Background: an optimization exercise with open tools, aiming at small area, a short achievable clock period and few clock cycles per item. Do not read the settings as production practice.
Where RTL was checked, it was by simulation tests only, not by an equivalence proof against the original.

## v6
## pwm_frame_parser
module pwm_frame_parser (
   input  logic             clock,
   input  logic             reset,
   input  logic             req_valid,
   output logic             req_ready,
   input  logic [8:0]       req_data,
   output logic             rsp_valid,
   input  logic             rsp_ready,
   output logic [35:0]      rsp_data
);
   logic             in_v;
   logic [7:0]       in_b;
   logic             in_be;
   logic             hit;
   logic             wr;
   logic [4:0]       fill;
   logic [15:0][7:0] win;
   logic             take;
   logic             pend;
   logic             in_v_n;
   logic [4:0]       fill_n;
   logic [15:0]      rd_raw;
   always_ff @(posedge clock) begin
      in_v  <= in_v_n;
      in_b  <= req_data[8:1];
      in_be <= req_data[0];
   end
   assign in_v_n = !reset && req_valid && req_ready;
   pfp_front u_front (
      .clock (clock),
      .reset (reset),
      .in_v  (in_v),
      .in_b  (in_b),
      .in_be (in_be),
      .hit   (hit),
      .wr    (wr),
      .fill  (fill),
      .fill_n (fill_n),
      .win   (win)
   );
   pfp_queue u_queue (
      .clock  (clock),
      .reset  (reset),
      .hit    (hit),
      .in_v   (in_v),
      .in_be  (in_be),
      .fill   (fill),
      .take   (take),
      .win    (win),
      .pend   (pend),
      .req_ready (req_ready),
      .rd_raw (rd_raw)
   );
   pfp_back u_back (
      .clock     (clock),
      .reset     (reset),
      .pend      (pend),
      .rd_raw    (rd_raw),
      .take      (take),
      .rsp_valid (rsp_valid),
      .rsp_ready (rsp_ready),
      .rsp_data  (rsp_data)
  ...
Size: about 310 flip-flops, about 51 I/O pins, about 0.015 mm2 of cells after synthesis.
==> module pfp_back, before the edit <==
module pfp_back (
   input  logic                 clock,
   input  logic                 reset,
   input  logic                 pend,
   input  logic [15:0]          rd_raw,
   output logic                 take,
   output logic                 rsp_valid,
   input  logic                 rsp_ready,
   output logic [35:0]          rsp_data
);
   logic        adv;
   logic        take_b;
   logic        a_v;
   logic [15:0] a_raw;
   logic        a_neg;
   logic        b_v;
   logic [15:0] b_raw;
   logic        b_sat;
   logic [21:0] b_x;
   logic [21:0] b_y;
   logic [21:0] b_sum;
   logic        b_c;
   logic        o_v;
   logic [2:0]  o_ch;
   logic        o_last;
   logic [15:0] o_raw;
   logic [15:0] o_duty;
   logic [33:0] mx;
   logic [33:0] my;
   logic [12:0] lo;
   logic        sent;
   assign adv    = !o_v || rsp_ready;
   assign take_b = !b_v || adv;
   assign take   = !a_v || take_b;
   assign sent   = o_v && rsp_ready;
   always_ff @(posedge clock) begin
      if (reset) begin
         a_v    <= 1'b0;
         b_v    <= 1'b0;
         o_v    <= 1'b0;
         o_ch   <= '0;
         o_last <= 1'b0;
      end else begin
         if (take)   a_v <= pend;
         if (take_b) b_v <= a_v;
         if (adv)    o_v <= b_v;
         if (sent) begin
            o_ch   <= o_ch + 1'b1;
            o_last <= (o_ch == 3'd6);
         end
      end
   end
   pfp_mul u_mul (.r(a_raw[13:0]), .neg(a_neg), .x(mx), .y(my));
   assign lo    = {1'b0, mx[11:0]} + {1'b0, my[11:0]};
   assign b_sum = b_x + b_y + 22'(b_c);
   always_ff @(posedge clock) begin
      if (take) begin
         a_raw <= rd_raw;
         a_neg <= (rd_raw < 16'd5000);
      end
      if (take_b) begin
         b_raw <= a_raw;
         b_sat <= (a_raw >= 16'd10000);
         b_x   <= mx[33:12];
         b_y   <= my[33:12];
         b_c   <= lo[12];
      end
      if (adv) begin
         o_raw  <= b_raw;
         o_duty <= b_sat ? pfp_pkg::DUTY_MAX : b_sum[21:6];
      end
   end
   assign rsp_valid = o_v;
   assign rsp_data  = {o_ch, o_raw, o_duty, o_last};
endmodule
==> flow/config.mk <==
export PLATFORM = sky130hd
export DESIGN_NAME = pwm_frame_parser
export DESIGN_NICKNAME = pwm_frame_parser
export VERILOG_FILES = /design/flow/design.v
export SDC_FILE = /design/flow/constraint.sdc
export NUM_CORES = 4
export LEC_CHECK = 0
export ABC_CLOCK_PERIOD_IN_PS = 2500
export CAP_MARGIN = 20
export CORE_MARGIN = 2
export CORE_UTILIZATION = 60
export CTS_BUF_LIST = sky130_fd_sc_hd__clkbuf_4 sky130_fd_sc_hd__clkbuf_8
export CTS_CLUSTER_SIZE = 30
export SETUP_SLACK_MARGIN = 4.2
export SLEW_MARGIN = 20
==> flow/constraint.sdc <==
create_clock -name core_clock -period 7.0 [get_ports {clock}]
set_input_delay 1.4000 -clock core_clock [delete_from_list [all_inputs] [get_ports {clock}]]
set_output_delay 1.4000 -clock core_clock [all_outputs]
set_load 0.01 [all_outputs]
standard.sh (not shown) runs the stock make flow with config.mk's settings and CLKGATE_MAP_FILE= SYNTH_SCRIPT=/design/flow/synth_recipe.tcl, a recipe that flattens the netlist after the stock synthesis.
==> flow/flow/run.sh <==
#!/bin/bash
# The standard layout (the standard.sh), with the port buffers made of plain buf_4 cells
# instead of the delay-cell buffers that buffer_ports picks by default.
set -euo pipefail
export BUFFER_PORTS_ARGS="-buffer_cell sky130_fd_sc_hd__buf_4"
bash standard.sh > standard.log 2>&1
Per the final summary, v6 finished and its layout is clean on timing, DRC and antenna.
The inputs of v7 differ from those of v6 as listed below.
--- a/flow/design.v
+++ b/flow/design.v
@@ -143,22 +143,22 @@
    logic [15:0] a_raw;
    logic        a_neg;
    logic        b_v;
    logic [15:0] b_raw;
    logic        b_sat;
-   logic [21:0] b_x;
-   logic [21:0] b_y;
-   logic [21:0] b_sum;
+   logic [25:0] b_x;
+   logic [25:0] b_y;
+   logic [25:0] b_sum;
    logic        b_c;
    logic        o_v;
    logic [2:0]  o_ch;
    logic        o_last;
    logic [15:0] o_raw;
    logic [15:0] o_duty;
    logic [33:0] mx;
    logic [33:0] my;
-   logic [12:0] lo;
+   logic [8:0]  lo;
    logic        sent;
    assign adv    = !o_v || rsp_ready;
    assign take_b = !b_v || adv;
    assign take   = !a_v || take_b;
    assign sent   = o_v && rsp_ready;
@@ -178,27 +178,27 @@
             o_last <= (o_ch == 3'd6);
          end
       end
    end
    pfp_mul u_mul (.r(a_raw[13:0]), .neg(a_neg), .x(mx), .y(my));
-   assign lo    = {1'b0, mx[11:0]} + {1'b0, my[11:0]};
-   assign b_sum = b_x + b_y + 22'(b_c);
+   assign lo    = {1'b0, mx[7:0]} + {1'b0, my[7:0]};
+   assign b_sum = b_x + b_y + 26'(b_c);
    always_ff @(posedge clock) begin
       if (take) begin
          a_raw <= rd_raw;
          a_neg <= (rd_raw < 16'd5000);
       end
       if (take_b) begin
          b_raw <= a_raw;
          b_sat <= (a_raw >= 16'd10000);
-         b_x   <= mx[33:12];
-         b_y   <= my[33:12];
-         b_c   <= lo[12];
+         b_x   <= mx[33:8];
+         b_y   <= my[33:8];
+         b_c   <= lo[8];
       end
       if (adv) begin
          o_raw  <= b_raw;
-         o_duty <= b_sat ? pfp_pkg::DUTY_MAX : b_sum[21:6];
+         o_duty <= b_sat ? pfp_pkg::DUTY_MAX : b_sum[25:10];
       end
    end
    assign rsp_valid = o_v;
    assign rsp_data  = {o_ch, o_raw, o_duty, o_last};
 endmodule
Findings:
- Of the two values seen for origin of the worst setup path, u_back.a_raw[10]$_DFFE_PN_ was produced by v7 and u_back.a_raw[2]$_DFFE_PN_ by v6.
- Going from v6 to v7, total vias in the final route now sits higher; synthesized area per cell now sits lower; overall routed net length now sits at about the same level; share of the final layout cell area in multi-input gates now sits higher.
- Going from v6 to v7, synthesized cell count grows by 72.
- NOTE: fraction of area in non-clock buffers in v7 falls short of that of v6
- Number of sequential cells, v7 vs v6: up by a few percent
- Layout overhead on the synthesized area down 3.6 points in v7 wrt v6
Testbench counts of v7, summed over its fixed seeds: cycles 23,733, items 8,120.
Only the layout flow was run in v6; the RTL was not checked for function there.

========
pwm_frame_parser, a different RTL version from the one above (not shown whole).
For scale: ~310 flip-flops, about 51 I/O pins.
==> module pfp_front, before the edit <==
module pfp_front (
   input  logic                 clock,
   input  logic                 reset,
   input  logic                 in_v,
   input  logic [7:0]           in_b,
   input  logic                 in_be,
   output logic                 hit,
   output logic                 wr,
   output logic [4:0]           fill,
   output logic [4:0]           fill_n,
   output logic [15:0][7:0]     win
);
   logic [15:0]       tag;
   logic [7:0]        tsum;      
   logic [3:0]        pf;        
   logic              full;
   logic              restart;
   assign full    = fill[4] & fill[2];    
   assign hit     = in_v && full && tag[0] && (tsum == in_b);
   assign restart = hit || in_be;
   assign wr      = in_v && !restart && (fill >= 5'd4);
   always_comb begin
      if (reset || (in_v && restart)) fill_n = '0;
      else if (in_v && !full)         fill_n = fill + 1'b1;
      else                            fill_n = fill;
   end
   always_ff @(posedge clock) fill <= fill_n;
   logic [7:0] sub;
   logic       kill;
   logic       full_n;
   assign kill   = reset || (in_v && restart);
   assign full_n = !kill && (full || (in_v && fill == 5'd19));
   always_ff @(posedge clock) begin
      sub <= full_n ? (wr ? win[1] : win[0]) : 8'd0;
      if (kill)    tsum <= pfp_pkg::HDR_SUM;
      else if (wr) tsum <= tsum + in_b - sub;
      if (kill) begin
         pf <= '0;
      end else if (in_v) begin
         pf[0] <= (in_b == pfp_pkg::SOF_A);
         pf[1] <= pf[0] && (in_b == pfp_pkg::SOF_B);
         pf[2] <= pf[1] && (in_b == pfp_pkg::HEADER_ID);
         pf[3] <= pf[2] && (in_b == pfp_pkg::LEN_BYTE);
      end
   end
   always_ff @(posedge clock) begin
      if (wr) begin
         win <= {in_b, win[15:1]};
         tag <= {pf[3], tag[15:1]};
      end
   end
endmodule
==> module pfp_queue, before the edit <==
module pfp_queue (
   input  logic                 clock,
   input  logic                 reset,
   input  logic                 hit,
   input  logic                 take,
   input  logic                 in_v,
   input  logic                 in_be,
   input  logic [4:0]           fill,
   input  logic [15:0][7:0]     win,
   output logic                 pend,
   output logic                 req_ready,
   output logic [15:0]          rd_raw
);
   logic       read;
   logic [2:0] rd_ch;
   logic [3:0] rd_pos;
   logic       pend_r;      
   logic       pend_s;      
   logic [3:0] pos_r;
   logic [3:0] pos_s;
   logic       rr_r;
   logic       rr_s;
   logic       nw;          
   logic       wn;          
   logic       wr_nh;       
   logic [4:0] fill_nh;
   assign read = take && pend;
   assign wr_nh   = in_v && !in_be && (fill >= 5'd4);
   assign fill_nh = (in_v && in_be) ? 5'd0 : (in_v && fill != 5'd20) ? fill + 5'd1 : fill;
   assign pend_s = hit || pend;
   assign pos_s  = pend ? rd_pos - 4'(wr_nh) : 4'd0;
   assign pend_r = (rd_ch != 3'd7);
   assign pos_r  = rd_pos + 4'd2 - 4'(wr_nh);
   assign nw     = (fill_nh + 5'(req_ready) < 5'd4);
   assign wn     = req_ready && (fill_nh >= 5'd4);
   assign rr_s   = !pend || nw || (pos_s > 4'(wn));
   assign rr_r   = !pend_r || nw || (pos_r > 4'(wn));
   always_ff @(posedge clock) begin
      if (reset) begin
         pend      <= 1'b0;
         req_ready <= 1'b1;
      end else begin
         pend      <= read ? pend_r : pend_s;
         req_ready <= read ? rr_r : rr_s;
      end
      rd_pos <= read ? pos_r : pos_s;
      if (!pend)     rd_ch <= '0;
      else if (read) rd_ch <= rd_ch + 1'b1;
   end
   logic [15:0] sel;
   always_comb begin
      for (int i = 0; i < 16; i++) sel[i] = (rd_pos == 4'(i));
      rd_raw = '0;
      for (int i = 0; i < 15; i++) begin
         rd_raw[15:8] |= {8{sel[i]}} & win[i];
         rd_raw[7:0]  |= {8{sel[i]}} & win[i+1];
      end
   end
endmodule
==> module pwm_frame_parser, before the edit <==
module pwm_frame_parser (
   input  logic             clock,
   input  logic             reset,
   input  logic             req_valid,
   output logic             req_ready,
   input  logic [8:0]       req_data,
   output logic             rsp_valid,
   input  logic             rsp_ready,
   output logic [35:0]      rsp_data
);
   logic             in_v;
   logic [7:0]       in_b;
   logic             in_be;
   logic             hit;
   logic             wr;
   logic [4:0]       fill;
   logic [15:0][7:0] win;
   logic             take;
   logic             pend;
   logic             in_v_n;
   logic [4:0]       fill_n;
   logic [15:0]      rd_raw;
   always_ff @(posedge clock) begin
      in_v  <= in_v_n;
      in_b  <= req_data[8:1];
      in_be <= req_data[0];
   end
   assign in_v_n = !reset && req_valid && req_ready;
   pfp_front u_front (
      .clock (clock),
      .reset (reset),
      .in_v  (in_v),
      .in_b  (in_b),
      .in_be (in_be),
      .hit   (hit),
      .wr    (wr),
      .fill  (fill),
      .fill_n (fill_n),
      .win   (win)
   );
   pfp_queue u_queue (
      .clock  (clock),
      .reset  (reset),
      .hit    (hit),
      .in_v   (in_v),
      .in_be  (in_be),
      .fill   (fill),
      .take   (take),
      .win    (win),
      .pend   (pend),
      .req_ready (req_ready),
      .rd_raw (rd_raw)
   );
   pfp_back u_back (
      .clock     (clock),
      .reset     (reset),
      .pend      (pend),
      .rd_raw    (rd_raw),
      .take      (take),
      .rsp_valid (rsp_valid),
      .rsp_ready (rsp_ready),
      .rsp_data  (rsp_data)
   );
endmodule
clock: 7.0 ns
lec_check: 0
abc_clock_period_in_ps: 2500
cap_margin: 20
core_margin: 2
core_utilization: 60
cts_buf_list: sky130_fd_sc_hd__clkbuf_4 sky130_fd_sc_hd__clkbuf_8
cts_cluster_size: 30
setup_slack_margin: 4.2
slew_margin: 20
run.sh (not shown) runs the stock make flow with config.mk's settings and CLKGATE_MAP_FILE= SYNTH_SCRIPT=/design/flow/synth_recipe.tcl, a recipe that flattens the netlist after the stock synthesis.
Stock flow here: none of the scripts above is used.
Next try:
--- a/flow/design.v
+++ b/flow/design.v
@@ -41,22 +41,21 @@
       else                            fill_n = fill;
    end
    always_ff @(posedge clock) fill <= fill_n;
-   logic [7:0] sub;
-   logic       kill;
-   logic       full_n;
-   assign kill   = reset || (in_v && restart);
-   assign full_n = !kill && (full || (in_v && fill == 5'd19));
    always_ff @(posedge clock) begin
-      sub <= full_n ? (wr ? win[1] : win[0]) : 8'd0;
-      if (kill)    tsum <= pfp_pkg::HDR_SUM;
-      else if (wr) tsum <= tsum + in_b - sub;
-      if (kill) begin
-         pf <= '0;
+      if (reset) begin
+         tsum <= pfp_pkg::HDR_SUM;
+         pf   <= '0;
       end else if (in_v) begin
-         pf[0] <= (in_b == pfp_pkg::SOF_A);
-         pf[1] <= pf[0] && (in_b == pfp_pkg::SOF_B);
-         pf[2] <= pf[1] && (in_b == pfp_pkg::HEADER_ID);
-         pf[3] <= pf[2] && (in_b == pfp_pkg::LEN_BYTE);
+         if (restart) begin
+            tsum <= pfp_pkg::HDR_SUM;
+            pf   <= '0;
+         end else begin
+            if (wr) tsum <= tsum + in_b - (full ? win[0] : 8'd0);
+            pf[0] <= (in_b == pfp_pkg::SOF_A);
+            pf[1] <= pf[0] && (in_b == pfp_pkg::SOF_B);
+            pf[2] <= pf[1] && (in_b == pfp_pkg::HEADER_ID);
+            pf[3] <= pf[2] && (in_b == pfp_pkg::LEN_BYTE);
+         end
       end
    end
    always_ff @(posedge clock) begin
@@ -71,10 +70,9 @@
    input  logic                 clock,
    input  logic                 reset,
    input  logic                 hit,
+   input  logic                 wr,
    input  logic                 take,
-   input  logic                 in_v,
-   input  logic                 in_be,
-   input  logic [4:0]           fill,
+   input  logic [4:0]           fill_n,
    input  logic [15:0][7:0]     win,
    output logic                 pend,
    output logic                 req_ready,
@@ -91,18 +89,14 @@
    logic       rr_s;
    logic       nw;          
    logic       wn;          
-   logic       wr_nh;       
-   logic [4:0] fill_nh;
    assign read = take && pend;
-   assign wr_nh   = in_v && !in_be && (fill >= 5'd4);
-   assign fill_nh = (in_v && in_be) ? 5'd0 : (in_v && fill != 5'd20) ? fill + 5'd1 : fill;
    assign pend_s = hit || pend;
-   assign pos_s  = pend ? rd_pos - 4'(wr_nh) : 4'd0;
+   assign pos_s  = hit ? 4'd0 : rd_pos - 4'(wr);
    assign pend_r = (rd_ch != 3'd7);
-   assign pos_r  = rd_pos + 4'd2 - 4'(wr_nh);
-   assign nw     = (fill_nh + 5'(req_ready) < 5'd4);
-   assign wn     = req_ready && (fill_nh >= 5'd4);
-   assign rr_s   = !pend || nw || (pos_s > 4'(wn));
+   assign pos_r  = rd_pos + 4'd2 - 4'(wr);
+   assign nw     = (fill_n + 5'(req_ready) < 5'd4);
+   assign wn     = req_ready && (fill_n >= 5'd4);
+   assign rr_s   = !pend_s || nw || (pos_s > 4'(wn));
    assign rr_r   = !pend_r || nw || (pos_r > 4'(wn));
    always_ff @(posedge clock) begin
       if (reset) begin
@@ -113,7 +107,7 @@
          req_ready <= read ? rr_r : rr_s;
       end
       rd_pos <= read ? pos_r : pos_s;
-      if (!pend)     rd_ch <= '0;
+      if (hit)       rd_ch <= '0;
       else if (read) rd_ch <= rd_ch + 1'b1;
    end
    logic [15:0] sel;
@@ -712,12 +706,11 @@
       .clock  (clock),
       .reset  (reset),
       .hit    (hit),
-      .in_v   (in_v),
-      .in_be  (in_be),
-      .fill   (fill),
+      .wr     (wr),
       .take   (take),
       .win    (win),
       .pend   (pend),
+      .fill_n (fill_n),
       .req_ready (req_ready),
       .rd_raw (rd_raw)
    );
The new run completed without violations.
Core utilization is lower by 1.0 points.
Non-clock buffer count is lower by 4.
Hold slack is worse by 4.2 ps.
Routed wire length is lower slightly.
Critical path depth stays the same.
Final area is lower by a few percent.
Sequential share of layout area is higher by 0.23 points.
Global-route usage is higher by 0.53 points.
Testbench counts after the change, summed over its fixed seeds: cycles 23,733, items 8,120.
Function not checked in the first run of this note: the RTL went through the layout flow alone.

separate check: timing with driven ports:
In the flow no input, the clock included, has a driving cell. The finished layouts below were timed again as built, in two steps. Step 1 (the two cells are an assumption about what drives the block):
set clk [get_ports {clock}]
set_driving_cell -lib_cell sky130_fd_sc_hd__clkbuf_16 $clk
set_driving_cell -lib_cell sky130_fd_sc_hd__buf_2 [delete_from_list [all_inputs] $clk]
Step 2 moves the port delays by t, midway between the first and last clock arrival at a register: inputs arrive t later, outputs are due t later. That takes back most of the time a late clock gives input paths. a / b / c = ideal / step 1 / step 2; a / b = the first two.
run	shift t [ns]	slack for setup (ns)	worst register clock-pin slew, ns	cell pins on the clock port's net
v6	0.595	3.989 / 3.989 / 3.905	0.07 / 0.07	1
v7	0.608	4.341 / 4.341 / 4.018	0.07 / 0.07	1
the first run of note 2	0.603	3.927 / 3.927 / 3.750	0.07 / 0.07	1
the second run of note 2	0.607	4.147 / 4.147 / 3.807	0.07 / 0.07	1
After both steps setup and hold are still met in every run listed. For the second run of note 2, which loses most, drivers alone change the setup slack by 0.000 ns; drivers and shift together by -0.340 ns.
